What follows belongs to an exercise in optimizing a design on an open flow for small area, a short achievable clock period and few clock cycles per item; a production flow would make more cautious choices. Function was checked by simulation only, so behaviour that the tests miss may differ from the original. The clock port is modelled as an ideal driver; clocking choices that lean on that would not hold on a real chip. Power figures rest on the tool's default switching activity, not on a simulated workload.

## flow/design.v (module list and top-level ports; edited modules follow where they fit)
// module csa_fa: 11 lines
// module csa_ha: 10 lines
// module iq_corr_accum: 2408 lines
module iq_corr_accum
#(
    parameter int LOG2_N = 4
) (
    input  logic               clk,
    input  logic               rst_n,
    input  logic               clr,
    input  logic               s_valid,
    output logic               s_ready,
    input  logic signed [15:0] s_xi,
    input  logic signed [15:0] s_xq,
    input  logic signed [15:0] s_ri,
    input  logic signed [15:0] s_rq,
    output logic               m_valid,
    input  logic               m_ready,
    output logic signed [63:0] m_wi,
    output logic signed [63:0] m_wq,
    output iq_corr_pkg::slot_state_t o_dbg_slot
);
  // ...
==> flow/flow/run.sh <==
#!/bin/bash
# The standard layout (standard.sh) with two changes:
#  - the port buffers are plain buffers (buf_2) instead of the delay cells buffer_ports picks
#    by default, which the repair steps then cannot resize;
#  - after clock tree synthesis, skew.tcl delays the clock of the accumulator and output slot
#    registers (useful skew for the register-to-register multiply-accumulate paths), and timing
#    repair aims at the shorter period only from then on.
# Each step's full output goes to a log file of its own here.
set -euo pipefail
export BUFFER_PORTS_ARGS="-buffer_cell sky130_fd_sc_hd__buf_2"
SETUP_SLACK_MARGIN=0 bash standard.sh cts > flow_to_cts.log 2>&1
R=orfs/results/$FLOW_PLATFORM/iq_corr_accum/base
printf 'read_db %s\nsource flow/skew.tcl\n' "$R/4_cts.odb" > skew_run.tcl
SKEW_DB="$R/4_cts.odb" SKEW_CELLS="sky130_fd_sc_hd__clkdlybuf4s25_1 sky130_fd_sc_hd__clkbuf_8" \
  openroad -no_init -exit skew_run.tcl > skew.log 2>&1
SETUP_SLACK_MARGIN=4.5 bash standard.sh finish > flow_finish.log 2>&1
==> flow/flow/skew.tcl <==
# Useful skew between registers inside the design: the clock of the carry-save accumulator
# registers (r_ti_*, r_tq_*) and of the output slot (r_wi, r_wq) arrives later than that of the
# stage-1 registers, which gives the multiply-accumulate paths (stage 1 -> accumulator) more
# time. Accumulator -> accumulator and accumulator -> slot paths keep the same clock at both
# ends. On each clock leaf net that reaches these registers, a delay cell followed by a clock
# buffer takes their clock pins. The ports are not involved: no input feeds these registers
# and the slot drives the outputs only later than before.
set cells $::env(SKEW_CELLS)
set db [ord::get_db]
set block [ord::get_db_block]
set groups [dict create]
foreach inst [$block getInsts] {
  if {[regexp {^r_(t[iq]_[sc]|w[iq])\W} [$inst getName]]} {
    set net [[$inst findITerm CLK] getNet]
    dict lappend groups [$net getName] $inst
  }
}
set i 0
dict for {netname insts} $groups {
  set net [$block findNet $netname]
  set x 0; set y 0
  foreach f $insts { set loc [$f getLocation]; incr x [lindex $loc 0]; incr y [lindex $loc 1] }
  set n [llength $insts]
  set prev $net
  set k 0
  foreach cell $cells {
    set buf [odb::dbInst_create $block [$db findMaster $cell] skew_buf_${i}_$k]
    set nn [odb::dbNet_create $block skew_clk_${i}_$k]
    $nn setSigType CLOCK
    [$buf findITerm A] connect $prev
    [$buf findITerm X] connect $nn
    $buf setLocation [expr {$x / $n}] [expr {$y / $n}]
    $buf setPlacementStatus PLACED
    set prev $nn
    incr k
  }
  foreach f $insts { set it [$f findITerm CLK]; $it disconnect; $it connect $prev }
  incr i
}
puts "skew: $i delay chains ($cells)"
global_connect
detailed_placement
check_placement -verbose
write_db $::env(SKEW_DB)
==> flow/standard.sh <==
#!/bin/bash
# synth_recipe.tcl (not shown) runs the flow's synth.tcl, then flattens the netlist and writes it again
# the make line also repeats each setting of config.mk as NAME=value (left out here)
make -C /OpenROAD-flow-scripts/flow DESIGN_CONFIG=/design/flow/config.mk WORK_HOME=/design/flow/orfs CLKGATE_MAP_FILE= SYNTH_SCRIPT=/design/flow/synth_recipe.tcl "${@:-finish}"
==> flow/config.mk <==
export PLATFORM = sky130hd
export DESIGN_NAME = iq_corr_accum
export DESIGN_NICKNAME = iq_corr_accum
export VERILOG_FILES = /design/flow/design.v
export SDC_FILE = /design/flow/constraint.sdc
export NUM_CORES = 4
export LEC_CHECK = 0
export ABC_AREA = 1
export ABC_CLOCK_PERIOD_IN_PS = 4000
export CAP_MARGIN = 20
export CORE_MARGIN = 2
export CORE_UTILIZATION = 40
export SLEW_MARGIN = 20
export SYNTH_HIERARCHICAL = 1
export SYNTH_MINIMUM_KEEP_SIZE = 0
==> flow/constraint.sdc <==
create_clock -name core_clock -period 8.5 [get_ports {clk}]
set_input_delay 1.7000 -clock core_clock [delete_from_list [all_inputs] [get_ports {clk}]]
set_output_delay 1.7000 -clock core_clock [all_outputs]
set_load 0.01 [all_outputs]
==> results by group, run 1 <==
Status
  • Outcome: finished clean

Power and ir drop
  • Flop+latch power: 0.00286 W
  • Logic pwr share: 0.697
  • Peak supply drop: 0.308 mV
  • Switching Share: 0.448

Cells and area
  • Largest class: multi-input combinational cells
  • Layout Utilization: 0.453
  • FFs & Latches: 312

Setup path
  • Flop2flop setup slack: 4.55 ns

Floorplan
  • Overall die width: 296 µm
  • Die Height: 296 µm

Timing
  • Max Freq: 248 MHz
  • RSZ-0062 raised after global routing: yes
  • Final setup fails: 0
  • Final hold viol count: 0
  • Final hold slack: 0.385 ns

GRT
  • GRT busiest layer: met2
  • Met1 Resource Use GR: 0.336
  • GRT Total Usage: 0.246

CTS
  • H-tree depth: 2
  • Clock buffer depth: 3
  • Post-CTS Setup Repair Bufs: 0
  • Total clock sinks: 312

Placed design
  • Post-DP HPWL: 77200 µm

Synthesis
  • YS warnings: 7
  • Most common cell in the netlist: fa_1

Detailed routing
  • # DRC: 0
  • Antenna Nets Post-Route: 0
  • Uppermost layer routed: met5
Testbench counts, summed over its fixed seeds: cycles 3,090, items 3,072.
==> run 2, diff against run 1 <==
--- a/flow/design.v
+++ b/flow/design.v
@@ -71,29 +71,36 @@
     iq_corr_pkg::slot_state_t r_state;
     logic [15:0]      r_xi, r_xq;                 
     logic [7:0]       r_ri_one, r_ri_two, r_ri_neg;
     logic [7:0]       r_rq_one, r_rq_two, r_rq_neg;
     logic [7:0]       r_rq_nneg;                  
     logic [36:0]      r_ti_s, r_ti_c, r_tq_s, r_tq_c;   
     logic [36:0]      r_wi, r_wq;                 
     logic             w_full, w_last, w_accept, w_clear;
+    logic             r_hold_a, r_hold_b;
+    logic [CNT_W-1:0] w_cnt_nxt;
+    logic             w_full_nxt;
     logic [7:0]       w_ri_one, w_ri_two, w_ri_neg, w_rq_one, w_rq_two, w_rq_neg;
     assign w_full   = (r_state == iq_corr_pkg::FULL);
     assign w_last   = (r_cnt == CNT_LAST);
-    assign s_ready  = ~clr & ~(w_last & ((w_full & ~m_ready) | r_last1 | r_done));
+    assign s_ready  = ~clr & ~r_hold_a & ~(r_hold_b & ~m_ready);
     assign w_accept = s_valid & s_ready;
     assign w_clear  = r_first1;
+    assign w_cnt_nxt  = clr ? '0 : w_accept ? (w_last ? '0 : r_cnt + 1'b1) : r_cnt;
+    assign w_full_nxt = r_done | (w_full & ~m_ready);
     always_ff @(posedge clk or negedge rst_n) begin
         if (!rst_n) begin
-            r_cnt <= '0;
-        end else if (clr) begin
-            r_cnt <= '0;
-        end else if (w_accept) begin
-            r_cnt <= w_last ? '0 : r_cnt + 1'b1;
+            r_cnt    <= '0;
+            r_hold_a <= 1'b0;
+            r_hold_b <= 1'b0;
+        end else begin
+            r_cnt    <= w_cnt_nxt;
+            r_hold_a <= (w_cnt_nxt == CNT_LAST) & ((w_accept & w_last) | r_last1);
+            r_hold_b <= (w_cnt_nxt == CNT_LAST) & w_full_nxt;
         end
     end
     always_ff @(posedge clk or negedge rst_n) begin
         if (!rst_n) begin
             r_first1 <= 1'b0;
             r_last1  <= 1'b0;
             r_done   <= 1'b0;
             r_state  <= iq_corr_pkg::EMPTY;
==> flow/flow/run.sh (replaced) <==
#!/bin/bash
# The standard layout (standard.sh) with two changes:
#  - the port buffers are plain buffers (buf_2) instead of the delay cells buffer_ports picks
#    by default, which the repair steps then cannot resize;
#  - after clock tree synthesis, skew.tcl delays the clock of the accumulator registers (useful
#    skew for the register-to-register multiply-accumulate paths), and timing repair aims at the
#    shorter period only from then on.
# Each step's full output goes to a log file of its own here.
set -euo pipefail
export BUFFER_PORTS_ARGS="-buffer_cell sky130_fd_sc_hd__buf_2"
SETUP_SLACK_MARGIN=0 bash standard.sh cts > flow_to_cts.log 2>&1
R=orfs/results/$FLOW_PLATFORM/iq_corr_accum/base
printf 'read_db %s\nsource flow/skew.tcl\n' "$R/4_cts.odb" > skew_run.tcl
SKEW_DB="$R/4_cts.odb" SKEW_CELLS="sky130_fd_sc_hd__clkdlybuf4s50_1 sky130_fd_sc_hd__clkbuf_8" \
  openroad -no_init -exit skew_run.tcl > skew.log 2>&1
SETUP_SLACK_MARGIN=4.65 bash standard.sh finish > flow_finish.log 2>&1
--- a/flow/flow/skew.tcl
+++ b/flow/flow/skew.tcl
@@ -1,21 +1,21 @@
 # Useful skew between registers inside the design: the clock of the carry-save accumulator
-# registers (r_ti_*, r_tq_*) and of the output slot (r_wi, r_wq) arrives later than that of the
-# stage-1 registers, which gives the multiply-accumulate paths (stage 1 -> accumulator) more
-# time. Accumulator -> accumulator and accumulator -> slot paths keep the same clock at both
-# ends. On each clock leaf net that reaches these registers, a delay cell followed by a clock
-# buffer takes their clock pins. The ports are not involved: no input feeds these registers
-# and the slot drives the outputs only later than before.
+# registers (r_ti_*, r_tq_*) arrives later than that of the other registers. This gives the
+# multiply-accumulate paths (stage-1 registers -> accumulator) more time and takes it from
+# the output adder paths (accumulator -> output slot), which have time to spare.
+# Accumulator -> accumulator paths keep the same clock at both ends. No port is involved:
+# the accumulator registers neither take inputs nor drive outputs. On each clock leaf net
+# that reaches them, a delay cell followed by a clock buffer takes their clock pins.
 set cells $::env(SKEW_CELLS)
 set db [ord::get_db]
 set block [ord::get_db_block]
 set groups [dict create]
 foreach inst [$block getInsts] {
-  if {[regexp {^r_(t[iq]_[sc]|w[iq])\W} [$inst getName]]} {
+  if {[regexp {^r_t[iq]_[sc]\W} [$inst getName]]} {
     set net [[$inst findITerm CLK] getNet]
     dict lappend groups [$net getName] $inst
   }
 }
 set i 0
 dict for {netname insts} $groups {
   set net [$block findNet $netname]
   set x 0; set y 0
==> results by group, run 2 <==
Setup path
  • Worst-path fanout max: 2 (unchanged)
  • FF-to-FF Start: r_rq_one[3]$_DFF_P_ (was r_ri_neg[5]$_DFF_P_)
  • Setup crit start: clr (was m_ready)
  • Flop2flop setup slack: 4.69 ns (was 4.55 ns)
  • R2R depth: 11 (was 9)
  • Worst setup EP type: primary output (unchanged)
  • Startpoint Class: input port (unchanged)
  • Critical path required time: 6.80 ns (about the same)
  • Setup Crit Path Kind: in2out (unchanged)
  • Worst Path Arrival: 2.16 ns (was 2.34 ns)

Floorplan
  • DIE AREA: 0.0874 mm² (about the same)
  • CORE AREA: 0.0840 mm² (unchanged)
  • Die Height: 296 µm (about the same)
  • Starting Density: 0.405 (about the same)
  • Overall die width: 296 µm (about the same)
  • Row Count: 106 (unchanged)
  • Top Ports: 200 (unchanged)

Synthesis
  • Seq/Total Area, Yosys: 0.208 (was 0.206)
  • Cell taking the most area after synthesis: fa_1 (unchanged)
  • Async set-reset flop share out of synthesis: 0.0318 (was 0.0256)
  • YS warnings: 7 (unchanged)
  • Commonest cells post-synth: fa_1 (636), xor2_1 (550), o22ai_1 (480), inv_1 (341), dfxtp_1 (230) (was fa_1 (636), xor2_1 (552), o22ai_1 (480), inv_1 (342), dfxtp_1 (230))
  • Mapped Area: 0.0340 mm² (about the same)
  • Number of flops mapped to enable cells by yosys: 74 (unchanged)
  • Syn avg cell area: 10.4 µm² (about the same)
  • Yosys reg bits: 314 (was 312)
  • Synth top area share: 0.374 (about the same)
  • Mapped Cells: 3266 (was 3263)
  • Most common cell in the netlist: fa_1 (unchanged)
  • Synth Flop Type: dfxtp_1 (unchanged)
  • Synth area leaders: fa_1 (37%), xor2_1 (14%), dfxtp_1 (14%) (unchanged)
  • Synth cell types: 36 (was 38)

Timing
  • Rel. slew slack: 0.377 (was 0.444)
  • Final hold viol count: 0 (unchanged)
  • Fin worst setup slack: 4.64 ns (was 4.46 ns)
  • Final period utilization: 0.454 (was 0.475)
  • RSZ-0062 raised after global routing: yes (unchanged)
  • Final setup fails: 0 (unchanged)
  • Worst slew pin tran: 0.924 ns (was 0.830 ns)
  • Max Freq: 259 MHz (was 248 MHz)
  • Final Max Tran Viols: 0 (unchanged)
  • Final worst path period need: 3.86 ns (was 4.04 ns)
  • Setup TNS: 0 ns (unchanged)
  • Clock skew: 0.685 ns (was 0.430 ns)

GRT
  • Initial antenna violation count: 0 (unchanged)
  • GR Layer Usage met2: 0.380 (was 0.364)
  • First-pass GRT wire length: 165000 µm (was 162000 µm)
  • Met3 Usage GRT: 0.0721 (was 0.0618)
  • GRT Total Usage: 0.251 (was 0.246)
  • Grt ovf: 0 (unchanged)
  • Pin count of the biggest net entering global routing: 71 (was 76)
  • GRT busiest layer: met2 (unchanged)
  • Vias in the first global route: 26891 (was 26240)
  • Met1 Resource Use GR: 0.335 (was 0.336)

Cells and area
  • Antenna cells: 0 (was 1)
  • Filler Cells Inserted: 7898 (was 7891)
  • Multi-input combinational cell area: 0.0242 mm² (about the same)
  • Layout Utilization: 0.453 (about the same)
  • Sequential Area: 0.00711 mm² (was 0.00709 mm²)
  • Area grow syn2layout: 11.9% (was 11.8%)
  • Layout net count: 4178 (was 4177)
  • Share of cells above drive strength 1: 0.143 (was 0.152)
  • Commonest non-fill, non-tap cells in the layout: fa_1 (636), xor2_1 (550), o22ai_1 (480) (was fa_1 (635), xor2_1 (551), o22ai_1 (480))
  • Commonest non-fill, non-tap cell in the layout: fa_1 (unchanged)
  • Post-route design area: 0.0381 mm² (about the same)

CTS
  • Hold-fix buffers, CTS: 0 (unchanged)
  • CTS tree: done (unchanged)
  • Clock Root Buffer: clkbuf_16 (unchanged)
  • Clock buffer depth: 3 (unchanged)
  • Worst-skew pair later-pin latency: 1.22 ns (was 0.97 ns)
  • CTS clk-pin slew, worst paths: 0.06 ns (about the same)
  • Inserted Clock Buffers: 38 (was 37)
  • Total clock sinks: 314 (was 312)
  • H-tree depth: 2 (unchanged)

Flow run
  • Max cap viols: 0 (unchanged)

Placed design
  • Placed cell area: 0.0356 mm² (about the same)
  • Dpl ws: 3.72 ns (was 3.42 ns)
  • Post-DP HPWL: 77700 µm (was 77200 µm)
  • Routability cong.: 0.976 (was 0.947)
  • Port bufs: 199 (unchanged)

Detailed routing
  • Detailed Routing Iterations Pass 1: 8 (was 6)
  • Via count: 25463 (was 25391)
  • Antenna Nets Post-Route: 0 (unchanged)
  • Drt wl/cell: 24.1 µm (was 23.8 µm)
  • Initial DRC count: 2932 (was 3053)
  • # DRC: 0 (unchanged)
  • Via/cell ratio: 5.61 (was 5.60)
  • Final wirelength: 109000 µm (was 108000 µm)

Worst hold path
  • Hold path depth: 2 (was 0)
  • Hold path startpoint: r_rq_nneg[0]$_DFF_P_ (was r_last1$_DFF_PN0_)
  • Hold Path Class: reg2reg (unchanged)

Power and ir drop
  • Leak: 16.9 nW (was 16.8 nW)
  • Peak supply drop: 0.286 mV (was 0.308 mV)
  • Power density over the cells: 431 mW/mm² (was 429 mW/mm²)

Status
  • Outcome: finished clean (unchanged)
[run 2: power breakdown]
group	total [W]	leakage [nW]	internal (W)	switching, W
Sequential	0.00284	2.73	0.00253	0.000306
Clock	0.00220	0.902	0.00141	0.000794
Combinational	0.0114	13.2	0.00518	0.00620
Total	0.0164	16.9	0.00912	0.00730
[run 2: layout make-up]
type / instances / area share
inverters: 341 / 0.0357
flip-flops and latches: 314 / 0.187
repair buffers: 339 / 0.0564
clock buffers: 53 / 0.0295
well taps: 1134 / 0.0373
plain buffers: 50 / 0.0156
multi-input cells: 2288 / 0.635
repair inverters: 1 / 0.000197
clock inverters: 16 / 0.00371
[run 2: cells by family (layout without fill, tap and decap cells)]
family | after synthesis | in the layout | synth area share
other | 1 | 6 | 0.000110
flip-flops | 314 | 314 | 0.208
AND/OR/NAND/NOR | 408 | 408 | 0.0470
adder cells (fa/ha/maj) | 736 | 736 | 0.411
multiplexers | 1 | 1 | 0.000294
AO/OA/AOI/OAI | 558 | 558 | 0.102
buffers and inverters | 669 | 800 | 0.0821
XOR/XNOR | 579 | 579 | 0.149
[run 2: per-stage QoR]
step	hold WS [ns]	cells	total power, W
floorplan	0.354	3271	0.0111
global placement	0.360	4360	0.0140
detailed placement	0.371	4360	0.0144
CTS	0.381	4429	0.0162
global route	0.324	4536	0.0186
finish	0.298	4536	0.0164
[run 2: timing repair]
action | 4_1_cts | 5_1_grt
hold endpoints to repair | 0 | 0
buffers inserted | 0 | 55
endpoints found under the setup margin | 0 | 58
gates resized for setup | 0 | 43
[run 2: worst paths after layout]
check	endpoint
max	s_ready
max reg2reg	r_tq_c[22]$_DFF_P_
min	r_tq_s[0]$_DFF_P_
max in group asynchronous	r_first1$_DFF_PN0_
min in group asynchronous	r_cnt[0]$_DFF_PN0_
min reg2reg	r_tq_s[0]$_DFF_P_
[run 2: critical path, stage by stage]
cell and delay [ns]:
buf_8 0.10, nor2_4 0.10, o21a_1 0.14, buf_2 0.13
[run 2: per-module statistics from Yosys, one instance, submodules excluded]
module | cell area [µm²] | copies in the design | cells inside | flops+latches
iq_corr_accum | 21900 | 1 | 2662 | 314
csa_ha | 12.5 | 2 | 1 | 0
csa_fa | 20.0 | 602 | 1 | 0
[run 2: metal layers]
metal | wire [µm] | vias to the layer above
li1 | - | 10674
met1 | 43200 | 12609
met2 | 47700 | 1774
met3 | 12500 | 404
met4 | 5730 | 2
met5 | 29 | -
Testbench counts of run 2, summed over its fixed seeds: cycles 3,090, items 3,072.
==> run 3, diff against run 2 <==
--- a/flow/flow/run.sh
+++ b/flow/flow/run.sh
@@ -1,5 +1,5 @@
 #!/bin/bash
 # The standard layout (standard.sh) with two changes:
-#  - the port buffers are plain buffers (buf_2) instead of the delay cells buffer_ports picks
+#  - the port buffers are plain buffers (buf_1) instead of the delay cells buffer_ports picks
 #    by default, which the repair steps then cannot resize;
 #  - after clock tree synthesis, skew.tcl delays the clock of the accumulator registers (useful
@@ -8,5 +8,5 @@
 # Each step's full output goes to a log file of its own here.
 set -euo pipefail
-export BUFFER_PORTS_ARGS="-buffer_cell sky130_fd_sc_hd__buf_2"
+export BUFFER_PORTS_ARGS="-buffer_cell sky130_fd_sc_hd__buf_1"
 SETUP_SLACK_MARGIN=0 bash standard.sh cts > flow_to_cts.log 2>&1
 R=orfs/results/$FLOW_PLATFORM/iq_corr_accum/base
--- a/flow/config.mk
+++ b/flow/config.mk
@@ -6,5 +6,4 @@
 export NUM_CORES = 4
 export LEC_CHECK = 0
-export ABC_AREA = 1
 export ABC_CLOCK_PERIOD_IN_PS = 4000
 export CAP_MARGIN = 20
==> results by group, run 3 <==
Timing
  • Final period utilization: 0.449 (was 0.454)
  • Worst slew pin tran: 0.965 ns (was 0.924 ns)
  • Final hold viol count: 0 (unchanged)
  • Max Freq: 262 MHz (was 259 MHz)
  • Final Max Tran Viols: 0 (unchanged)
  • Final worst path period need: 3.82 ns (was 3.86 ns)
  • Setup TNS: 0 ns (unchanged)
  • RSZ-0062 raised after global routing: no (was yes)
  • Final setup fails: 0 (unchanged)
  • Rel. slew slack: 0.357 (was 0.377)
  • Clock skew: 0.679 ns (was 0.685 ns)

Synthesis
  • Mapped Area: 0.0342 mm² (was 0.0340 mm²)
  • Complex-gate fraction of the synthesized area: 0.129 (was 0.102)
  • Mapped Cells: 2993 (was 3266)
  • Synth cell types: 48 (was 36)
  • Synth top area share: 0.373 (was 0.374)
  • Post-Synth XOR/XNOR Area: 0.149 (about the same)
  • Largest family of logic cells by synthesized area: adder cells (unchanged)
  • Yosys reg bits: 314 (unchanged)
  • Commonest cells post-synth: fa_1 (636), xnor2_1 (526), a22oi_1 (480), clkbuf_1 (231), dfxtp_1 (230) (was fa_1 (636), xor2_1 (550), o22ai_1 (480), inv_1 (341), dfxtp_1 (230))
  • Synth Flop Type: dfxtp_1 (unchanged)
  • Seq/Total Area, Yosys: 0.207 (was 0.208)
  • Synth area leaders: fa_1 (37%), xnor2_1 (13%), dfxtp_1 (13%) (was fa_1 (37%), xor2_1 (14%), dfxtp_1 (14%))
  • Syn avg cell area: 11.4 µm² (was 10.4 µm²)
  • Mux cell area share after synthesis: 0.00410 (was 0.000294)
  • Most common cell in the netlist: fa_1 (unchanged)
  • YS warnings: 7 (unchanged)
  • Number of flops mapped to enable cells by yosys: 74 (unchanged)
  • Post-Synth Simple-Gate Area: 0.0447 (was 0.0470)
  • Adder-Cell Fraction of Synth Area: 0.409 (was 0.411)
  • Async set-reset flop share out of synthesis: 0.0318 (unchanged)
  • Cell taking the most area after synthesis: fa_1 (unchanged)

GRT
  • Pin count of the biggest net entering global routing: 65 (was 71)
  • GRT Total Usage: 0.233 (was 0.251)
  • Initial antenna violation count: 2 (was 0)
  • Vias in the first global route: 25108 (was 26891)
  • Grt ovf: 0 (unchanged)
  • First-pass GRT wire length: 154000 µm (was 165000 µm)

Cells and area
  • Post-route design area: 0.0373 mm² (was 0.0381 mm²)
  • Area grow syn2layout: 9.06% (was 11.9%)
  • Commonest non-fill, non-tap cell in the layout: fa_1 (unchanged)
  • Layout net count: 3800 (was 4178)
  • Share of cells above drive strength 1: 0.0734 (was 0.143)
  • Commonest non-fill, non-tap cells in the layout: fa_1 (636), xnor2_1 (526), a22oi_1 (480) (was fa_1 (636), xor2_1 (550), o22ai_1 (480))

Setup path
  • Flop2flop setup slack: 4.71 ns (was 4.69 ns)
  • Setup Crit Path Kind: in2out (unchanged)
  • Worst-path fanout max: 2 (unchanged)
  • Worst Path Arrival: 2.12 ns (was 2.16 ns)
  • Critical path's largest stage delay: 0.13 ns (was 0.14 ns)
  • Cells along the critical path: buf_4, nor2b_4, nor3_2, buf_2 (was buf_8, nor2_4, o21a_1, buf_2)
  • Critical path required time: 6.80 ns (about the same)
  • Worst setup EP type: primary output (unchanged)
  • Crit-path slowest cell: buf_2 (was o21a_1)
  • Startpoint Class: input port (unchanged)

Detailed routing
  • Via count: 23497 (was 25463)
  • Antenna Nets Post-Route: 0 (unchanged)
  • Final wirelength: 102000 µm (was 109000 µm)
  • Drt wl/cell: 24.4 µm (was 24.1 µm)
  • Via/cell ratio: 5.64 (was 5.61)
  • # DRC: 0 (unchanged)
  • Initial DRC count: 2623 (was 2932)
  • Detailed Routing Iterations Pass 1: 8 (unchanged)

Power and ir drop
  • Net Sw Power: 0.00682 W (was 0.00730 W)
  • Leak: 13.1 nW (was 16.9 nW)
  • Power density over the cells: 420 mW/mm² (was 431 mW/mm²)
  • Reg power frac: 0.189 (was 0.173)
  • Switching Share: 0.436 (was 0.445)
  • Power share of the clock group: 0.135 (was 0.134)
  • Peak supply drop: 0.283 mV (was 0.286 mV)
  • Logic pwr share: 0.675 (was 0.693)
  • Internal Pwr Total: 0.00883 W (was 0.00912 W)

CTS
  • CTS tree: done (unchanged)
  • CTS clk-pin slew, worst paths: 0.05 ns (was 0.06 ns)
  • Clock buffer depth: 3 (unchanged)
  • Total clock sinks: 314 (unchanged)
  • Inserted Clock Buffers: 38 (unchanged)
  • Clock Root Buffer: clkbuf_16 (unchanged)
  • H-tree depth: 2 (unchanged)
  • Worst-skew pair later-pin latency: 1.23 ns (was 1.22 ns)

Worst hold path
  • Hold Path Class: reg2reg (unchanged)

Floorplan
  • Row Count: 107 (was 106)
  • DIE AREA: 0.0878 mm² (was 0.0874 mm²)
  • Die Height: 296 µm (about the same)
  • Overall die width: 296 µm (about the same)
  • Starting Density: 0.403 (was 0.405)
  • CORE AREA: 0.0849 mm² (was 0.0840 mm²)
  • Top Ports: 200 (unchanged)

Status
  • Outcome: finished clean (unchanged)

Placed design
  • Placed cell area: 0.0353 mm² (was 0.0356 mm²)
  • Post-DP HPWL: 66300 µm (was 77700 µm)
  • Routability cong.: 0.829 (was 0.976)
  • Port bufs: 199 (unchanged)

Flow run
  • Max cap viols: 0 (unchanged)
-- run 3: cell count changes after synthesis, moves of 102 or more --
cell / change
xnor2_1: +497
inv_1: -241
o22ai_1: -480
a22oi_1: +480
xor2_1: -495
nor2b_1: +106
nand2_1: -102
nor2_1: -151
-- run 3: layout make-up --
cell class                 count  area, µm²
sequential                   314       7260
inverter                     100        375
timing repair buffer         256       1220
antenna                        1       2.50
clock inverter                11       80.1
tap                         1144       1430
clock buffer                  58       1120
multi-input combinational   2239      25200
fill                        8040      47600
buffer                        46        547
-- run 3: metal layers --
metal  vias up  global-route usage  share of wire
met5         -                   0        0.00012
met4         2              0.0769          0.030
met3       185              0.0533          0.098
met2      1316               0.365           0.47
met1     12082               0.320           0.40
li1       9912                   -              -
-- run 3: critical path: cells and delay by family --
family                 cells  cell delay [ns]
buffers and inverters      2             0.25
and+or+nand+nor            2             0.17
-- run 3: power by group through the flow --
stage	combinational (W)	clock, W	sequential [W]
final	0.0106	0.00211	0.00297
after global routing	0.0126	0.00225	0.00302
after CTS	0.0109	0.00166	0.00297
after detailed placement	0.0109	0	0.00299
after global placement	0.0104	0	0.00300
after floorplan	0.00821	0	0.00275
-- run 3: cells by family after synthesis --
kind of cell    after synthesis
compound gates              613
xor+xnor                    581
fa+ha+maj                   736
buf+inv                     445
flops                       314
mux                          14
other cells                   1
simple gates                289
-- run 3: worst paths after layout --
kind / cells past startpoint / startpoint / end
setup reg to reg: 8 / r_xi[12]$_DFF_P_ / r_ti_c[16]$_DFF_P_
max in group asynchronous: 1 / rst_n / r_first1$_DFF_PN0_
setup / recovery: 4 / m_ready / s_ready
hold reg to reg: 1 / r_rq_neg[0]$_DFF_P_ / r_ti_s[0]$_DFF_P_
hold / removal: 1 / r_rq_neg[0]$_DFF_P_ / r_ti_s[0]$_DFF_P_
min in group asynchronous: 1 / rst_n / r_cnt[1]$_DFF_PN0_
-- run 3: repair_timing --
item	in CTS	in global routing
endpoints found under the setup margin	0	84
hold buffers	0	0
resized for setup	0	66
buffers inserted	0	6
-- run 3: Yosys stat by module (local to each module, per instance) --
module | flops+latches | copies in the design | cells | area [µm²]
csa_fa | 0 | 602 | 1 | 20.0
iq_corr_accum | 314 | 1 | 2389 | 22100
csa_ha | 0 | 2 | 1 | 12.5
-- run 3: stage by stage --
| step | hold WS, ns | total power [W] | std cells | utilization | setup slack (ns) |
|---|---|---|---|---|---|
| floorplan | 0.355 | 0.0110 | 2998 | - | 4.45 |
| global placement | 0.406 | 0.0134 | 4047 | 0.416 | 3.71 |
| detailed placement | 0.402 | 0.0139 | 4047 | 0.416 | 3.64 |
| CTS | 0.411 | 0.0155 | 4116 | 0.430 | 3.63 |
| global route | 0.0615 | 0.0179 | 4168 | 0.439 | 4.64 |
| finish | 0.0353 | 0.0156 | 4169 | 0.439 | 4.68 |
==> run 4, diff against run 3 <==
--- a/flow/config.mk
+++ b/flow/config.mk
@@ -6,8 +6,8 @@
 export NUM_CORES = 4
 export LEC_CHECK = 0
-export ABC_CLOCK_PERIOD_IN_PS = 4000
 export CAP_MARGIN = 20
 export CORE_MARGIN = 2
 export CORE_UTILIZATION = 40
+export HOLD_SLACK_MARGIN = 0.2
 export SLEW_MARGIN = 20
 export SYNTH_HIERARCHICAL = 1
==> results by group, run 4 <==
CTS
  • Clock Root Buffer: clkbuf_16 (unchanged)
  • Clock buffer depth: 3 (unchanged)
  • Total clock sinks: 314 (unchanged)
  • CTS clk-pin slew, worst paths: 0.05 ns (about the same)
  • CTS tree: done (unchanged)
  • Inserted Clock Buffers: 38 (unchanged)
  • Worst-skew pair later-pin latency: 1.23 ns (about the same)
  • H-tree depth: 2 (unchanged)

Floorplan
  • Row Count: 107 (unchanged)
  • CORE AREA: 0.0849 mm² (unchanged)
  • DIE AREA: 0.0878 mm² (unchanged)
  • Starting Density: 0.403 (unchanged)
  • Top Ports: 200 (unchanged)
  • Overall die width: 296 µm (unchanged)
  • Die Height: 296 µm (unchanged)

Setup path
  • Worst Setup EP: s_ready (unchanged)
  • Number of cells on the critical path: 4 (unchanged)
  • FF-to-FF Start: r_xi[12]$_DFF_P_ (unchanged)
  • Critical path's largest stage delay: 0.13 ns (about the same)
  • Crit-path slowest cell: buf_2 (unchanged)
  • Flop2flop setup slack: 4.71 ns (about the same)
  • Worst setup EP type: primary output (unchanged)
  • Critical path required time: 6.80 ns (about the same)
  • Setup Crit Path Kind: in2out (unchanged)
  • Setup crit start: m_ready (unchanged)
  • Worst-path fanout max: 2 (unchanged)
  • R2R depth: 8 (unchanged)
  • RR Endpoint: r_ti_c[16]$_DFF_P_ (unchanged)
  • Startpoint Class: input port (unchanged)
  • Worst Path Arrival: 2.12 ns (about the same)
  • Crit-path leading delay family: buffers and inverters (unchanged)
  • WP buf/inv: 2 (unchanged)
  • Cells along the critical path: buf_4, nor2b_4, nor3_2, buf_2 (unchanged)

Status
  • Outcome: finished clean (unchanged)

Synthesis
  • Commonest cells post-synth: fa_1 (636), xnor2_1 (526), a22oi_1 (480), clkbuf_1 (231), dfxtp_1 (230) (unchanged)
  • Synth top area share: 0.373 (unchanged)
  • Syn avg cell area: 11.4 µm² (unchanged)
  • Yosys reg bits: 314 (unchanged)
  • Mapped Cells: 2993 (unchanged)
  • Synth cell types: 48 (unchanged)
  • YS warnings: 7 (unchanged)
  • Number of flops mapped to enable cells by yosys: 74 (unchanged)
  • Seq/Total Area, Yosys: 0.207 (unchanged)
  • Most common cell in the netlist: fa_1 (unchanged)
  • Mapped Area: 0.0342 mm² (unchanged)
  • Cell taking the most area after synthesis: fa_1 (unchanged)
  • Synth Flop Type: dfxtp_1 (unchanged)
  • Synth area leaders: fa_1 (37%), xnor2_1 (13%), dfxtp_1 (13%) (unchanged)
  • Async set-reset flop share out of synthesis: 0.0318 (unchanged)

Cells and area
  • Area grow syn2layout: 9.16% (was 9.06%)
  • Share of cells above drive strength 1: 0.0733 (was 0.0734)
  • Commonest non-fill, non-tap cell in the layout: fa_1 (unchanged)
  • Post-route design area: 0.0373 mm² (about the same)
  • Layout net count: 3803 (was 3800)
  • Commonest non-fill, non-tap cells in the layout: fa_1 (636), xnor2_1 (526), a22oi_1 (480) (unchanged)

Detailed routing
  • Antenna Nets Post-Route: 0 (unchanged)
  • Met1 WL: 40900 µm (was 41200 µm)
  • Via count: 23648 (was 23497)
  • Wire length on met3: 10300 µm (was 10000 µm)
  • Detailed Routing Iterations Pass 1: 7 (was 8)
  • Via/cell ratio: 5.67 (was 5.64)
  • Detail Route met2 WL: 47400 µm (was 47600 µm)
  • Initial DRC count: 2526 (was 2623)
  • # DRC: 0 (unchanged)
  • Uppermost layer routed: met5 (unchanged)
  • Drt wl/cell: 24.4 µm (about the same)
  • Final wirelength: 102000 µm (about the same)

Placed design
  • Placed cell area: 0.0353 mm² (unchanged)
  • Routability cong.: 0.829 (unchanged)
  • Dpl ws: 3.64 ns (unchanged)
  • Post-DP HPWL: 66300 µm (unchanged)
  • Port bufs: 199 (unchanged)

Timing
  • Final period utilization: 0.449 (about the same)
  • RSZ-0062 raised after global routing: no (unchanged)
  • Final Max Tran Viols: 0 (unchanged)
  • Rel. slew slack: 0.357 (about the same)
  • Setup TNS: 0 ns (unchanged)
  • Worst slew pin tran: 0.964 ns (was 0.965 ns)
  • Fin worst setup slack: 4.68 ns (about the same)
  • Max Freq: 262 MHz (about the same)
  • Final setup fails: 0 (unchanged)
  • Final worst path period need: 3.82 ns (about the same)
  • Final hold viol count: 0 (unchanged)
  • Clock skew: 0.677 ns (was 0.679 ns)
  • Final hold slack: 0.239 ns (was 0.0353 ns)

GRT
  • Initial antenna violation count: 2 (unchanged)
  • GRT Total Usage: 0.233 (unchanged)
  • Vias in the first global route: 25108 (unchanged)
  • First-pass GRT wire length: 154000 µm (unchanged)
  • Grt ovf: 0 (unchanged)
  • Pin count of the biggest net entering global routing: 65 (unchanged)

Power and ir drop
  • Switching Share: 0.436 (about the same)
  • Peak supply drop: 0.283 mV (about the same)
  • Reg power frac: 0.189 (about the same)
  • Logic pwr share: 0.676 (was 0.675)
  • Net Sw Power: 0.00682 W (about the same)
  • Power density over the cells: 420 mW/mm² (about the same)
  • Leak: 13.1 nW (about the same)
  • Internal Pwr Total: 0.00883 W (about the same)
  • Power share of the clock group: 0.135 (about the same)

Worst hold path
  • Hold Path Class: reg2reg (unchanged)

Flow run
  • Max cap viols: 0 (unchanged)
[run 4: through the flow]
step            util  instances  total power, W
2_1_floorplan      -       2998          0.0110
3_3_place_gp   0.416       4047          0.0134
3_5_place_dp   0.416       4047          0.0139
4_1_cts        0.430       4116          0.0155
5_1_grt        0.440       4171          0.0179
6_report       0.440       4173          0.0157
[run 4: Yosys stat by module, one instance, submodules excluded]
module         cells  flops+latches
csa_ha             1              0
iq_corr_accum   2389            314
csa_fa             1              0
[run 4: layer usage]
metal	GRT usage	vias up
li1	-	9913
met1	0.320	12142
met2	0.365	1390
met3	0.0533	201
met4	0.0769	2
met5	0	-
[run 4: cells by family (layout without fill, tap and decap cells)]
kind of cell / after synthesis / in the layout / share of synthesized area
adder cells (fa/ha/maj): 736 / 736 / 0.409
AO/OA/AOI/OAI: 613 / 613 / 0.129
XOR/XNOR: 581 / 581 / 0.149
buffers and inverters: 445 / 474 / 0.0566
flip-flops: 314 / 314 / 0.207
AND/OR/NAND/NOR: 289 / 289 / 0.0447
multiplexers: 14 / 14 / 0.00410
other: 1 / 8 / 0.000110
[run 4: worst reg2reg max path, delay by kind of cell, from the launching register on]
kind            cells  cell delay, ns
flops               1            0.95
compound gates      1            0.25
fa+ha+maj           6            2.81
xor+xnor            1            0.29
[run 4: power by group through the flow]
stage	Combinational [W]	Sequential, W	Clock [W]
detailed placement	0.0109	0.00299	0
CTS	0.0109	0.00297	0.00166
floorplan	0.00821	0.00275	0
global route	0.0126	0.00302	0.00225
global placement	0.0104	0.00300	0
finish	0.0106	0.00296	0.00211
[run 4: worst min-delay path by stage]
| stage | start | end | cells past startpoint |
|---|---|---|---|
| final | r_rq_nneg[0]$_DFF_P_ | r_tq_s[0]$_DFF_P_ | 2 |
| after detailed placement | r_last1$_DFF_PN0_ | r_done$_DFF_PN0_ | 0 |
| after floorplan | r_last1$_DFF_PN0_ | r_done$_DFF_PN0_ | 0 |
| after global placement | r_last1$_DFF_PN0_ | r_done$_DFF_PN0_ | 0 |
| after CTS | r_last1$_DFF_PN0_ | r_done$_DFF_PN0_ | 0 |
| after global routing | r_rq_nneg[0]$_DFF_P_ | r_tq_s[0]$_DFF_P_ | 2 |
[run 4: layout make-up]
class / instances / area (µm²)
Sequential cell: 314 / 7260
Fill cell: 8035 / 47600
Multi-Input combinational cell: 2239 / 25200
Clock buffer: 58 / 1120
Tap cell: 1144 / 1430
Timing Repair Buffer: 259 / 1250
Clock inverter: 11 / 80.1
Inverter: 100 / 375
Buffer: 46 / 547
Antenna cell: 2 / 5.00
[run 4: repair_timing]
action | CTS | global route
setup buffers | 0 | 6
hold endpoints to repair | 0 | 4
gates resized for setup | 0 | 66
endpoints found under the setup margin | 0 | 84
hold buffers | 0 | 3
==> run 5, diff against run 4 <==
--- a/flow/config.mk
+++ b/flow/config.mk
@@ -6,4 +6,5 @@
 export NUM_CORES = 4
 export LEC_CHECK = 0
+export ABC_CLOCK_PERIOD_IN_PS = 4000
 export CAP_MARGIN = 20
 export CORE_MARGIN = 2
==> results by group, run 5 <==
Power and ir drop
  • Power density over the cells: 420 mW/mm² (unchanged)
  • Peak supply drop: 0.283 mV (unchanged)
  • Leak: 13.1 nW (unchanged)

Cells and area
  • Filler Cells Inserted: 8035 (unchanged)
  • Sequential Area: 0.00726 mm² (unchanged)
  • Share of cells above drive strength 1: 0.0733 (unchanged)
  • Multi-input combinational cell area: 0.0252 mm² (unchanged)
  • Layout net count: 3803 (unchanged)
  • Post-route design area: 0.0373 mm² (unchanged)
  • Commonest non-fill, non-tap cell in the layout: fa_1 (unchanged)
  • Area grow syn2layout: 9.16% (unchanged)
  • Commonest non-fill, non-tap cells in the layout: fa_1 (636), xnor2_1 (526), a22oi_1 (480) (unchanged)

Timing
  • Final hold viol count: 0 (unchanged)
  • Fin worst setup slack: 4.68 ns (unchanged)
  • Final period utilization: 0.449 (unchanged)
  • Clock skew: 0.677 ns (unchanged)
  • RSZ-0062 raised after global routing: no (unchanged)
  • Worst slew pin tran: 0.964 ns (unchanged)
  • Final setup fails: 0 (unchanged)
  • Final Max Tran Viols: 0 (unchanged)
  • Max Freq: 262 MHz (unchanged)
  • Setup TNS: 0 ns (unchanged)
  • Rel. slew slack: 0.357 (unchanged)
  • Final worst path period need: 3.82 ns (unchanged)
  • Final hold slack: 0.239 ns (unchanged)

GRT
  • Pin count of the biggest net entering global routing: 65 (unchanged)
  • GRT Total Usage: 0.233 (unchanged)
  • Vias in the first global route: 25108 (unchanged)
  • Initial antenna violation count: 2 (unchanged)
  • First-pass GRT wire length: 154000 µm (unchanged)
  • Grt ovf: 0 (unchanged)

Floorplan
  • Top Ports: 200 (unchanged)
  • Row Count: 107 (unchanged)
  • CORE AREA: 0.0849 mm² (unchanged)
  • Die Height: 296 µm (unchanged)
  • DIE AREA: 0.0878 mm² (unchanged)
  • Starting Density: 0.403 (unchanged)
  • Overall die width: 296 µm (unchanged)

Synthesis
  • Seq/Total Area, Yosys: 0.207 (unchanged)
  • Async set-reset flop share out of synthesis: 0.0318 (unchanged)
  • Number of flops mapped to enable cells by yosys: 74 (unchanged)
  • Syn avg cell area: 11.4 µm² (unchanged)
  • Mapped Cells: 2993 (unchanged)
  • Synth area leaders: fa_1 (37%), xnor2_1 (13%), dfxtp_1 (13%) (unchanged)
  • YS warnings: 7 (unchanged)
  • Synth cell types: 48 (unchanged)
  • Yosys reg bits: 314 (unchanged)
  • Mapped Area: 0.0342 mm² (unchanged)
  • Commonest cells post-synth: fa_1 (636), xnor2_1 (526), a22oi_1 (480), clkbuf_1 (231), dfxtp_1 (230) (unchanged)
  • Cell taking the most area after synthesis: fa_1 (unchanged)
  • Most common cell in the netlist: fa_1 (unchanged)
  • Synth Flop Type: dfxtp_1 (unchanged)
  • Synth top area share: 0.373 (unchanged)

Flow run
  • Max cap viols: 0 (unchanged)

Detailed routing
  • # DRC: 0 (unchanged)
  • Initial DRC count: 2526 (unchanged)
  • Antenna Nets Post-Route: 0 (unchanged)
  • Final wirelength: 102000 µm (unchanged)
  • Via/cell ratio: 5.67 (unchanged)
  • Detailed Routing Iterations Pass 1: 7 (unchanged)
  • Via count: 23648 (unchanged)
  • Drt wl/cell: 24.4 µm (unchanged)

Setup path
  • Worst setup EP type: primary output (unchanged)
  • Critical path required time: 6.80 ns (about the same)
  • Worst Path Arrival: 2.12 ns (about the same)
  • Startpoint Class: input port (unchanged)
  • WP buf/inv: 2 (unchanged)
  • Critical path's largest stage delay: 0.13 ns (about the same)
  • Crit-path leading delay family: buffers and inverters (unchanged)
  • Crit-path slowest cell: buf_2 (unchanged)
  • Setup Crit Path Kind: in2out (unchanged)
  • Cells along the critical path: buf_4, nor2b_4, nor3_2, buf_2 (unchanged)
  • Worst-path fanout max: 2 (unchanged)

CTS
  • Clock Root Buffer: clkbuf_16 (unchanged)
  • CTS clk-pin slew, worst paths: 0.05 ns (about the same)
  • Worst-skew pair later-pin latency: 1.23 ns (about the same)
  • Total clock sinks: 314 (unchanged)
  • H-tree depth: 2 (unchanged)
  • CTS tree: done (unchanged)
  • Clock buffer depth: 3 (unchanged)
  • Inserted Clock Buffers: 38 (unchanged)

Placed design
  • Routability cong.: 0.829 (unchanged)
  • Placed cell area: 0.0353 mm² (unchanged)
  • Post-DP HPWL: 66300 µm (unchanged)
  • Dpl ws: 3.64 ns (unchanged)
  • Port bufs: 199 (unchanged)

Status
  • Outcome: finished clean (unchanged)

Worst hold path
  • Hold Path Class: reg2reg (unchanged)
[run 5: cell counts in the layout (fill, tap and decap cells not counted)]
Identical to the previous run, type by type.
[run 5: what timing repair did]
action                                  4_1_cts  5_1_grt
endpoints found under the setup margin        0       84
buffers inserted                              0        6
hold buffers                                  0        3
hold endpoints to repair                      0        4
gates resized for setup                       0       66
[run 5: Yosys stat by module, one instance, submodules excluded]
module / flip-flops and latches / cells
iq_corr_accum: 314 / 2389
csa_fa: 0 / 1
csa_ha: 0 / 1
[run 5: worst paths after layout]
check / cells after the start / to / start / slack [ns]
setup / recovery: 4 / s_ready / m_ready / 4.68
hold / removal: 2 / r_tq_s[0]$_DFF_P_ / r_rq_nneg[0]$_DFF_P_ / 0.24
setup reg to reg: 8 / r_ti_c[16]$_DFF_P_ / r_xi[12]$_DFF_P_ / 4.71
hold reg to reg: 2 / r_tq_s[0]$_DFF_P_ / r_rq_nneg[0]$_DFF_P_ / 0.24
max in group asynchronous: 1 / r_first1$_DFF_PN0_ / rst_n / 6.98
min in group asynchronous: 1 / r_cnt[1]$_DFF_PN0_ / rst_n / 1.09
[run 5: area by class of cell]
cell class	instances	area share
clock buffer	58	0.0301
multi-input combinational	2239	0.677
timing repair buffer	259	0.0334
inverter	100	0.0101
buffer	46	0.0147
sequential	314	0.194
clock inverter	11	0.00215
tap	1144	0.0384
antenna	2	0.000134
[run 5: report_power, final]
group / total, W / switching [W] / leakage (nW) / internal, W
registers: 0.00296 / 0.000449 / 2.76 / 0.00251
logic: 0.0106 / 0.00559 / 9.55 / 0.00499
clock network: 0.00211 / 0.000786 / 0.847 / 0.00133
total: 0.0157 / 0.00682 / 13.1 / 0.00883
[run 5: worst min-delay path: stages, from the launching register on]
cell and delay, ns:
dfxtp_1 0.30, buf_4 0.31, fa_1 0.21
[run 5: metal layers]
| layer | vias to the layer above | part of all wire | GRT usage |
|---|---|---|---|
| met5 | - | 0.00012 | 0 |
| met4 | 2 | 0.031 | 0.0769 |
| met3 | 201 | 0.10 | 0.0533 |
| met2 | 1390 | 0.47 | 0.365 |
| met1 | 12142 | 0.40 | 0.320 |
| li1 | 9913 | - | - |
[run 5: cells by family after synthesis]
group           after synthesis  synth area share
simple gates                289            0.0447
buf+inv                     445            0.0566
mux                          14           0.00410
fa+ha+maj                   736             0.409
other cells                   1          0.000110
flops                       314             0.207
xor+xnor                    581             0.149
compound gates              613             0.129
[run 5: stage by stage]
step | utilization | cells | total power [W]
floorplan | - | 2998 | 0.0110
global placement | 0.416 | 4047 | 0.0134
detailed placement | 0.416 | 4047 | 0.0139
CTS | 0.430 | 4116 | 0.0155
global route | 0.440 | 4171 | 0.0179
finish | 0.440 | 4173 | 0.0157
==> run 6, diff against run 5 <==
--- a/flow/config.mk
+++ b/flow/config.mk
@@ -9,6 +9,7 @@
 export CAP_MARGIN = 20
 export CORE_MARGIN = 2
-export CORE_UTILIZATION = 40
+export CORE_UTILIZATION = 50
 export HOLD_SLACK_MARGIN = 0.2
+export PLACE_DENSITY = 0.62
 export SLEW_MARGIN = 20
 export SYNTH_HIERARCHICAL = 1
==> results by group, run 6 <==
Synthesis
  • Mapped Area: 0.0342 mm² (unchanged)
  • Synth top area share: 0.373 (unchanged)
  • Cell taking the most area after synthesis: fa_1 (unchanged)
  • Syn avg cell area: 11.4 µm² (unchanged)
  • Yosys reg bits: 314 (unchanged)
  • Synth cell types: 48 (unchanged)
  • Post-Synth Simple-Gate Area: 0.0447 (unchanged)
  • Mapped Cells: 2993 (unchanged)
  • YS warnings: 7 (unchanged)
  • Number of flops mapped to enable cells by yosys: 74 (unchanged)
  • Post-Synth XOR/XNOR Area: 0.149 (unchanged)
  • Mux cell area share after synthesis: 0.00410 (unchanged)
  • Seq/Total Area, Yosys: 0.207 (unchanged)
  • Most common cell in the netlist: fa_1 (unchanged)
  • Async set-reset flop share out of synthesis: 0.0318 (unchanged)
  • Synth Flop Type: dfxtp_1 (unchanged)
  • Complex-gate fraction of the synthesized area: 0.129 (unchanged)
  • Commonest cells post-synth: fa_1 (636), xnor2_1 (526), a22oi_1 (480), clkbuf_1 (231), dfxtp_1 (230) (unchanged)
  • Largest family of logic cells by synthesized area: adder cells (unchanged)
  • Synth area leaders: fa_1 (37%), xnor2_1 (13%), dfxtp_1 (13%) (unchanged)
  • Adder-Cell Fraction of Synth Area: 0.409 (unchanged)

Power and ir drop
  • Logic pwr share: 0.684 (was 0.676)
  • Reg power frac: 0.179 (was 0.189)
  • Power share of the clock group: 0.137 (was 0.135)
  • Leak: 13.2 nW (was 13.1 nW)
  • Overall power: 0.0163 W (was 0.0157 W)
  • Switching Share: 0.441 (was 0.436)
  • Power density over the cells: 440 mW/mm² (was 420 mW/mm²)
  • Peak supply drop: 0.328 mV (was 0.283 mV)
  • Net Sw Power: 0.00720 W (was 0.00682 W)
  • Internal Pwr Total: 0.00911 W (was 0.00883 W)

Setup path
  • Flop2flop setup slack: 4.69 ns (was 4.71 ns)
  • Worst Path Arrival: 4.89 ns (was 2.12 ns)
  • Setup crit start: r_ri_two[3]$_DFF_P_ (was m_ready)
  • Setup Crit Path Kind: reg2reg (was in2out)
  • Startpoint Class: flip-flop (was input port)
  • RR Endpoint: r_tq_c[17]$_DFF_P_ (was r_ti_c[16]$_DFF_P_)
  • Critical path required time: 9.57 ns (was 6.80 ns)
  • R2R depth: 8 (unchanged)
  • FF-to-FF Start: r_ri_two[3]$_DFF_P_ (was r_xi[12]$_DFF_P_)
  • Worst setup EP type: flip-flop (was primary output)
  • Worst-path fanout max: 32 (was 2)

GRT
  • Vias in the first global route: 27241 (was 25108)
  • Initial antenna violation count: 0 (was 2)
  • Pin count of the biggest net entering global routing: 65 (unchanged)
  • Grt ovf: 0 (unchanged)
  • GRT Total Usage: 0.307 (was 0.233)
  • First-pass GRT wire length: 164000 µm (was 154000 µm)

Timing
  • Worst slew pin tran: 0.887 ns (was 0.964 ns)
  • Final setup fails: 0 (unchanged)
  • Final hold slack: 0.304 ns (was 0.239 ns)
  • Final worst path period need: 3.81 ns (was 3.82 ns)
  • Max Freq: 262 MHz (about the same)
  • Final period utilization: 0.449 (about the same)
  • Rel. slew slack: 0.409 (was 0.357)
  • Final hold viol count: 0 (unchanged)
  • RSZ-0062 raised after global routing: no (unchanged)
  • Setup TNS: 0 ns (unchanged)
  • Fin worst setup slack: 4.69 ns (was 4.68 ns)
  • Final Max Tran Viols: 0 (unchanged)
  • Clock skew: 0.679 ns (was 0.677 ns)

Worst hold path
  • Worst hold endpoint: r_tq_c[0]$_DFF_P_ (was r_tq_s[0]$_DFF_P_)
  • Hold Path Class: reg2reg (unchanged)
  • Hold path depth: 3 (was 2)
  • Hold path startpoint: r_rq_one[0]$_DFF_P_ (was r_rq_nneg[0]$_DFF_P_)

Detailed routing
  • Antenna Nets Post-Route: 0 (unchanged)
  • Detailed Routing Iterations Pass 1: 8 (was 7)
  • Via count: 24628 (was 23648)
  • Final wirelength: 107000 µm (was 102000 µm)
  • Via/cell ratio: 6.31 (was 5.67)
  • Drt wl/cell: 27.3 µm (was 24.4 µm)
  • # DRC: 0 (unchanged)
  • Initial DRC count: 2982 (was 2526)

Placed design
  • Routability cong.: 0.894 (was 0.829)
  • Dpl ws: 3.93 ns (was 3.64 ns)
  • Post-DP HPWL: 70900 µm (was 66300 µm)
  • Port bufs: 199 (unchanged)

Floorplan
  • Die Height: 265 µm (was 296 µm)
  • Row Count: 95 (was 107)
  • Overall die width: 265 µm (was 296 µm)
  • DIE AREA: 0.0705 mm² (was 0.0878 mm²)
  • Top Ports: 200 (unchanged)
  • CORE AREA: 0.0674 mm² (was 0.0849 mm²)
  • Starting Density: 0.507 (was 0.403)

Cells and area
  • Layout net count: 3804 (was 3803)
  • Area grow syn2layout: 8.36% (was 9.16%)
  • Commonest non-fill, non-tap cells in the layout: fa_1 (636), xnor2_1 (526), a22oi_1 (480) (unchanged)
  • Commonest non-fill, non-tap cell in the layout: fa_1 (unchanged)
  • Share of cells above drive strength 1: 0.0717 (was 0.0733)
  • Antenna cells: 0 (was 2)

CTS
  • Total clock sinks: 314 (unchanged)
  • Clock buffer depth: 3 (unchanged)
  • CTS clk-pin slew, worst paths: 0.07 ns (was 0.05 ns)
  • Worst-skew pair later-pin latency: 1.23 ns (about the same)
  • Clock Root Buffer: clkbuf_16 (unchanged)
  • H-tree depth: 2 (unchanged)
  • Inserted Clock Buffers: 37 (was 38)
  • CTS tree: done (unchanged)
  • Hold-fix buffers, CTS: 0 (unchanged)

Flow run
  • Max cap viols: 0 (unchanged)

Status
  • Outcome: finished clean (unchanged)
## run 6: cell types whose count changed in the layout (fill, tap and decap cells not counted), moves of 3 or more
cell	change
dlygate4sd3_1	-3
dfxtp_1	+11
buf_4	+3
clkinv_16	+3
dfxtp_4	-10
clkbuf_1	-5
## run 6: kinds of logic after synthesis
logic type,count (synthesis)
other,1
adders and majority gates,736
buffers and inverters,445
AOI/OAI and AO/OA,613
and+or+nand+nor,289
muxes,14
DFF,314
xor gates and xnor gates,581
## run 6: worst max-delay path by stage
stage / slack [ns] / end / cells past startpoint
2_1_floorplan: 4.45 / r_tq_c[19]$_DFF_P_ / 9
3_3_place_gp: 3.96 / r_ti_c[18]$_DFF_P_ / 9
3_5_place_dp: 3.93 / r_ti_c[18]$_DFF_P_ / 9
4_1_cts: 3.89 / r_ti_c[18]$_DFF_P_ / 9
5_1_grt: 4.65 / s_ready / 4
6_report: 4.69 / r_tq_c[17]$_DFF_P_ / 8
## run 6: layout make-up
cell class              instances  area [µm²]
fillers                      5742       30400
multi-input cells            2239       25200
flip-flops and latches        314        7220
repair buffers                257        1210
clock buffers                  52        1100
well taps                     873        1090
plain buffers                  50         594
inverters                     100         375
clock inverters                15         210
## run 6: Yosys stat by module (local to each module, per instance)
| module | cell area, µm² | cells |
|---|---|---|
| csa_fa | 20.0 | 1 |
| iq_corr_accum | 22100 | 2389 |
| csa_ha | 12.5 | 1 |
## run 6: worst max-delay path, cell delays in order (launching register included)
cell and delay, ns:
dfxtp_2 0.86, a22oi_1 0.24, xnor2_1 0.26, fa_1 0.47, fa_1 0.52, fa_1 0.53
fa_1 0.41, fa_1 0.55, fa_1 0.42
## run 6: power groups by stage
| stage | Combinational (W) | Clock [W] | Sequential, W |
|---|---|---|---|
| after CTS | 0.0114 | 0.00173 | 0.00291 |
| after floorplan | 0.00821 | 0 | 0.00275 |
| final | 0.0112 | 0.00223 | 0.00292 |
| after detailed placement | 0.0112 | 0 | 0.00294 |
| after global placement | 0.0108 | 0 | 0.00293 |
| after global routing | 0.0130 | 0.00235 | 0.00297 |
## run 6: repair_timing
action | 4_1_cts | 5_1_grt
setup endpoints to repair | 0 | 75
setup buffers | 0 | 2
resized for setup | 0 | 62
## run 6: layer usage
layer	routed length [µm]	global-route usage	vias up
li1	-	-	9913
met1	41100	0.405	12588
met2	48300	0.469	1673
met3	10400	0.0672	454
met4	6870	0.177	0
met5	0	0	-
## run 6: stage by stage
stage / cell area [µm²] / std cells / util
global route: 37000 / 3900 / 0.550
finish: 37000 / 3900 / 0.550
global placement: 35000 / 3781 / 0.519
CTS: 36300 / 3848 / 0.538
detailed placement: 35000 / 3781 / 0.519
floorplan: 34200 / 2998 / -
==> run 7, diff against run 6 <==
--- a/flow/flow/run.sh
+++ b/flow/flow/run.sh
@@ -14,3 +14,3 @@
 SKEW_DB="$R/4_cts.odb" SKEW_CELLS="sky130_fd_sc_hd__clkdlybuf4s50_1 sky130_fd_sc_hd__clkbuf_8" \
   openroad -no_init -exit skew_run.tcl > skew.log 2>&1
-SETUP_SLACK_MARGIN=4.65 bash standard.sh finish > flow_finish.log 2>&1
+SETUP_SLACK_MARGIN=4.75 bash standard.sh finish > flow_finish.log 2>&1
--- a/flow/config.mk
+++ b/flow/config.mk
@@ -9,7 +9,6 @@
 export CAP_MARGIN = 20
 export CORE_MARGIN = 2
-export CORE_UTILIZATION = 50
+export CORE_UTILIZATION = 40
 export HOLD_SLACK_MARGIN = 0.2
-export PLACE_DENSITY = 0.62
 export SLEW_MARGIN = 20
 export SYNTH_HIERARCHICAL = 1
==> results by group, run 7 <==
Timing
  • Setup TNS: 0 ns (unchanged)
  • Worst slew pin tran: 0.841 ns (was 0.887 ns)
  • Final period utilization: 0.446 (was 0.449)
  • Max Freq: 264 MHz (was 262 MHz)
  • Rel. slew slack: 0.440 (was 0.409)
  • Final hold slack: 0.234 ns (was 0.304 ns)
  • RSZ-0062 raised after global routing: yes (was no)
  • Final Max Tran Viols: 0 (unchanged)
  • Final hold viol count: 0 (unchanged)
  • Final worst path period need: 3.79 ns (was 3.81 ns)
  • Clock skew: 0.675 ns (was 0.679 ns)
  • Final setup fails: 0 (unchanged)

CTS
  • CTS tree: done (unchanged)
  • CTS clk-pin slew, worst paths: 0.05 ns (was 0.07 ns)
  • Inserted Clock Buffers: 38 (was 37)
  • H-tree depth: 2 (unchanged)
  • Clock Root Buffer: clkbuf_16 (unchanged)
  • Total clock sinks: 314 (unchanged)
  • Clock buffer depth: 3 (unchanged)
  • Worst-skew pair later-pin latency: 1.23 ns (about the same)

Setup path
  • Worst-path fanout max: 2 (was 32)
  • Critical path required time: 6.80 ns (was 9.57 ns)
  • Worst setup EP type: primary output (was flip-flop)
  • Setup Crit Path Kind: in2out (was reg2reg)
  • Startpoint Class: input port (was flip-flop)
  • Worst Path Arrival: 2.09 ns (was 4.89 ns)

Detailed routing
  • # DRC: 0 (unchanged)
  • Wire length on met3: 10500 µm (was 10400 µm)
  • Detail Route met2 WL: 47200 µm (was 48300 µm)
  • Final wirelength: 102000 µm (was 107000 µm)
  • Initial DRC count: 2601 (was 2982)
  • Met1 WL: 41000 µm (was 41100 µm)
  • Antenna Nets Post-Route: 0 (unchanged)
  • Detailed Routing Iterations Pass 1: 6 (was 8)
  • Via count: 23617 (was 24628)
  • Drt wl/cell: 24.4 µm (was 27.3 µm)
  • Uppermost layer routed: met5 (was met4)
  • Via/cell ratio: 5.65 (was 6.31)

Synthesis
  • Yosys reg bits: 314 (unchanged)
  • Number of flops mapped to enable cells by yosys: 74 (unchanged)
  • Synth cell types: 48 (unchanged)
  • Syn avg cell area: 11.4 µm² (unchanged)
  • Mapped Cells: 2993 (unchanged)
  • Most common cell in the netlist: fa_1 (unchanged)
  • YS warnings: 7 (unchanged)
  • Cell taking the most area after synthesis: fa_1 (unchanged)
  • Synth top area share: 0.373 (unchanged)
  • Synth area leaders: fa_1 (37%), xnor2_1 (13%), dfxtp_1 (13%) (unchanged)
  • Seq/Total Area, Yosys: 0.207 (unchanged)
  • Async set-reset flop share out of synthesis: 0.0318 (unchanged)
  • Mapped Area: 0.0342 mm² (unchanged)
  • Commonest cells post-synth: fa_1 (636), xnor2_1 (526), a22oi_1 (480), clkbuf_1 (231), dfxtp_1 (230) (unchanged)
  • Synth Flop Type: dfxtp_1 (unchanged)

Cells and area
  • Sequential Area: 0.00727 mm² (was 0.00722 mm²)
  • Commonest non-fill, non-tap cell in the layout: fa_1 (unchanged)
  • Non-Filler Instances: 4177 (was 3900)
  • Multi-input combinational cell area: 0.0253 mm² (was 0.0252 mm²)
  • Layout net count: 3807 (was 3804)
  • Area grow syn2layout: 9.39% (was 8.36%)
  • Commonest non-fill, non-tap cells in the layout: fa_1 (636), xnor2_1 (526), a22oi_1 (480) (unchanged)
  • Filler Cells Inserted: 8043 (was 5742)
  • Share of cells above drive strength 1: 0.0749 (was 0.0717)

Floorplan
  • Row Count: 107 (was 95)
  • Overall die width: 296 µm (was 265 µm)
  • Top Ports: 200 (unchanged)
  • CORE AREA: 0.0849 mm² (was 0.0674 mm²)
  • Starting Density: 0.403 (was 0.507)
  • DIE AREA: 0.0878 mm² (was 0.0705 mm²)
  • Die Height: 296 µm (was 265 µm)

Worst hold path
  • Hold Path Class: reg2reg (unchanged)

Placed design
  • Placed Cells incl. Taps: 4047 (was 3781)
  • Routability cong.: 0.829 (was 0.894)
  • Port bufs: 199 (unchanged)
  • Post-DP HPWL: 66300 µm (was 70900 µm)

Power and ir drop
  • Logic pwr share: 0.676 (was 0.684)
  • Power density over the cells: 420 mW/mm² (was 440 mW/mm²)
  • Net Sw Power: 0.00683 W (was 0.00720 W)
  • Power share of the clock group: 0.135 (was 0.137)
  • Leak: 13.2 nW (about the same)
  • Switching Share: 0.436 (was 0.441)
  • Peak supply drop: 0.283 mV (was 0.328 mV)
  • Reg power frac: 0.189 (was 0.179)
  • Internal Pwr Total: 0.00885 W (was 0.00911 W)

Flow run
  • Max cap viols: 0 (unchanged)

GRT
  • Pin count of the biggest net entering global routing: 65 (unchanged)
  • Vias in the first global route: 25108 (was 27241)
  • Grt ovf: 0 (unchanged)
  • First-pass GRT wire length: 154000 µm (was 164000 µm)
  • Initial antenna violation count: 2 (was 0)
  • GRT Total Usage: 0.233 (was 0.307)

Status
  • Outcome: finished clean (unchanged)
==> run 7: cell count changes in the layout (fill, tap and decap cells not counted), moves of 4 or more <==
cell      change
buf_6         +4
clkbuf_1      +5
dfxtp_1      -11
dfxtp_2       -4
dfxtp_4      +15
==> run 7: kinds of logic after synthesis <==
group | after synthesis | share of synthesized area
adder cells (fa/ha/maj) | 736 | 0.409
AO/OA/AOI/OAI | 613 | 0.129
XOR/XNOR | 581 | 0.149
buffers and inverters | 445 | 0.0566
flip-flops | 314 | 0.207
AND/OR/NAND/NOR | 289 | 0.0447
multiplexers | 14 | 0.00410
other | 1 | 0.000110
==> run 7: per-module statistics from Yosys, one instance, submodules excluded <==
module         cells  flops+latches  copies in the design  area [µm²]
csa_fa             1              0                   602        20.0
csa_ha             1              0                     2        12.5
iq_corr_accum   2389            314                     1       22100
==> run 7: power by group through the flow <==
stage | registers, W | clock network (W) | logic, W
final | 0.00296 | 0.00211 | 0.0106
after global routing | 0.00302 | 0.00225 | 0.0127
after CTS | 0.00297 | 0.00166 | 0.0109
after detailed placement | 0.00299 | 0 | 0.0109
after global placement | 0.00300 | 0 | 0.0104
after floorplan | 0.00275 | 0 | 0.00821
==> run 7: what timing repair did <==
item,4_1_cts,5_1_grt
gates resized for setup,0,83
setup buffers,0,10
hold buffers,0,3
endpoints found under the hold margin,0,4
setup endpoints to repair,0,96
==> run 7: critical path, cell delays in order <==
cell     delay, ns
buf_8         0.10
nor2b_4       0.11
nor3_2        0.05
buf_2         0.13
==> run 7: through the flow <==
stage / cell area, µm² / utilization / setup slack (ns) / power [W]
2_1_floorplan: 34200 / - / 4.45 / 0.0110
3_3_place_gp: 35300 / 0.416 / 3.71 / 0.0134
3_5_place_dp: 35300 / 0.416 / 3.64 / 0.0139
4_1_cts: 36500 / 0.430 / 3.63 / 0.0155
5_1_grt: 37400 / 0.440 / 4.70 / 0.0179
6_report: 37400 / 0.441 / 4.71 / 0.0157
==> run 7: layout make-up <==
| class | count | area share |
|---|---|---|
| Tap cell | 1144 | 0.0383 |
| Antenna cell | 2 | 0.000134 |
| Multi-Input combinational cell | 2239 | 0.676 |
| Clock inverter | 11 | 0.00214 |
| Sequential cell | 314 | 0.194 |
| Inverter | 100 | 0.0100 |
| Timing Repair Buffer | 263 | 0.0347 |
| Buffer | 46 | 0.0146 |
| Clock buffer | 58 | 0.0300 |
==> run 7: layer usage <==
layer / global-route usage / vias up
li1: - / 9927
met1: 0.320 / 12090
met2: 0.365 / 1403
met3: 0.0533 / 195
met4: 0.0769 / 2
met5: 0 / -
==> run 7: final timing paths <==
path / startpoint / endpoint / slack, ns / cells past startpoint
max in group asynchronous: rst_n / r_first1$_DFF_PN0_ / 6.96 / 1
worst min-delay path: r_rq_nneg[0]$_DFF_P_ / r_tq_s[0]$_DFF_P_ / 0.23 / 2
min in group asynchronous: rst_n / r_cnt[1]$_DFF_PN0_ / 1.10 / 1
worst max register to register: r_rq_two[0]$_DFF_P_ / r_tq_c[16]$_DFF_P_ / 4.86 / 9
worst min register to register: r_rq_nneg[0]$_DFF_P_ / r_tq_s[0]$_DFF_P_ / 0.23 / 2
worst max-delay path: m_ready / s_ready / 4.71 / 4

[static timing again, ports no longer ideal]
The results above use ideal ports. As a check the final layouts listed here were re-extracted and re-timed, cells and wires unchanged.
Step 1: set_driving_cell puts a clkbuf_16 on clk and a buf_2 on each other input, an assumption about the parent block.
Step 2, shift: input delay + t, output delay - t, t = (earliest + latest rising clock arrival at the registers) / 2. This alone moves slack from input paths to output paths.
Three values: ideal, step 1, step 2; two values: the first two.
| run | shift t [ns] | slack for setup (ns) | clock arrival spread, ns | worst register clock-pin slew, ns |
|---|---|---|---|---|
| run 1 | 0.829 | 4.463 / 4.443 / 4.443 | 0.430 / 0.430 | 0.08 / 0.08 |
| run 2 | 0.948 | 4.639 / 4.601 / 4.601 | 0.685 / 0.686 | 0.08 / 0.08 |
| run 3 | 0.959 | 4.683 / 4.661 / 4.661 | 0.687 / 0.687 | 0.07 / 0.07 |
| run 4 | 0.958 | 4.684 / 4.661 / 4.661 | 0.685 / 0.685 | 0.08 / 0.08 |
| run 5 | 0.958 | 4.684 / 4.661 / 4.661 | 0.685 / 0.685 | 0.08 / 0.08 |
| run 6 | 0.953 | 4.686 / 4.650 / 4.650 | 0.684 / 0.684 | 0.07 / 0.07 |
| run 7 | 0.955 | 4.708 / 4.669 / 4.669 | 0.683 / 0.683 | 0.08 / 0.08 |
In every run listed the clock reaches the registers at very different times; t lies between them, and the last value is a rough guide only. The setup slack of run 7, which loses most, moves by -0.039 ns with the drivers and by -0.039 ns with both steps.
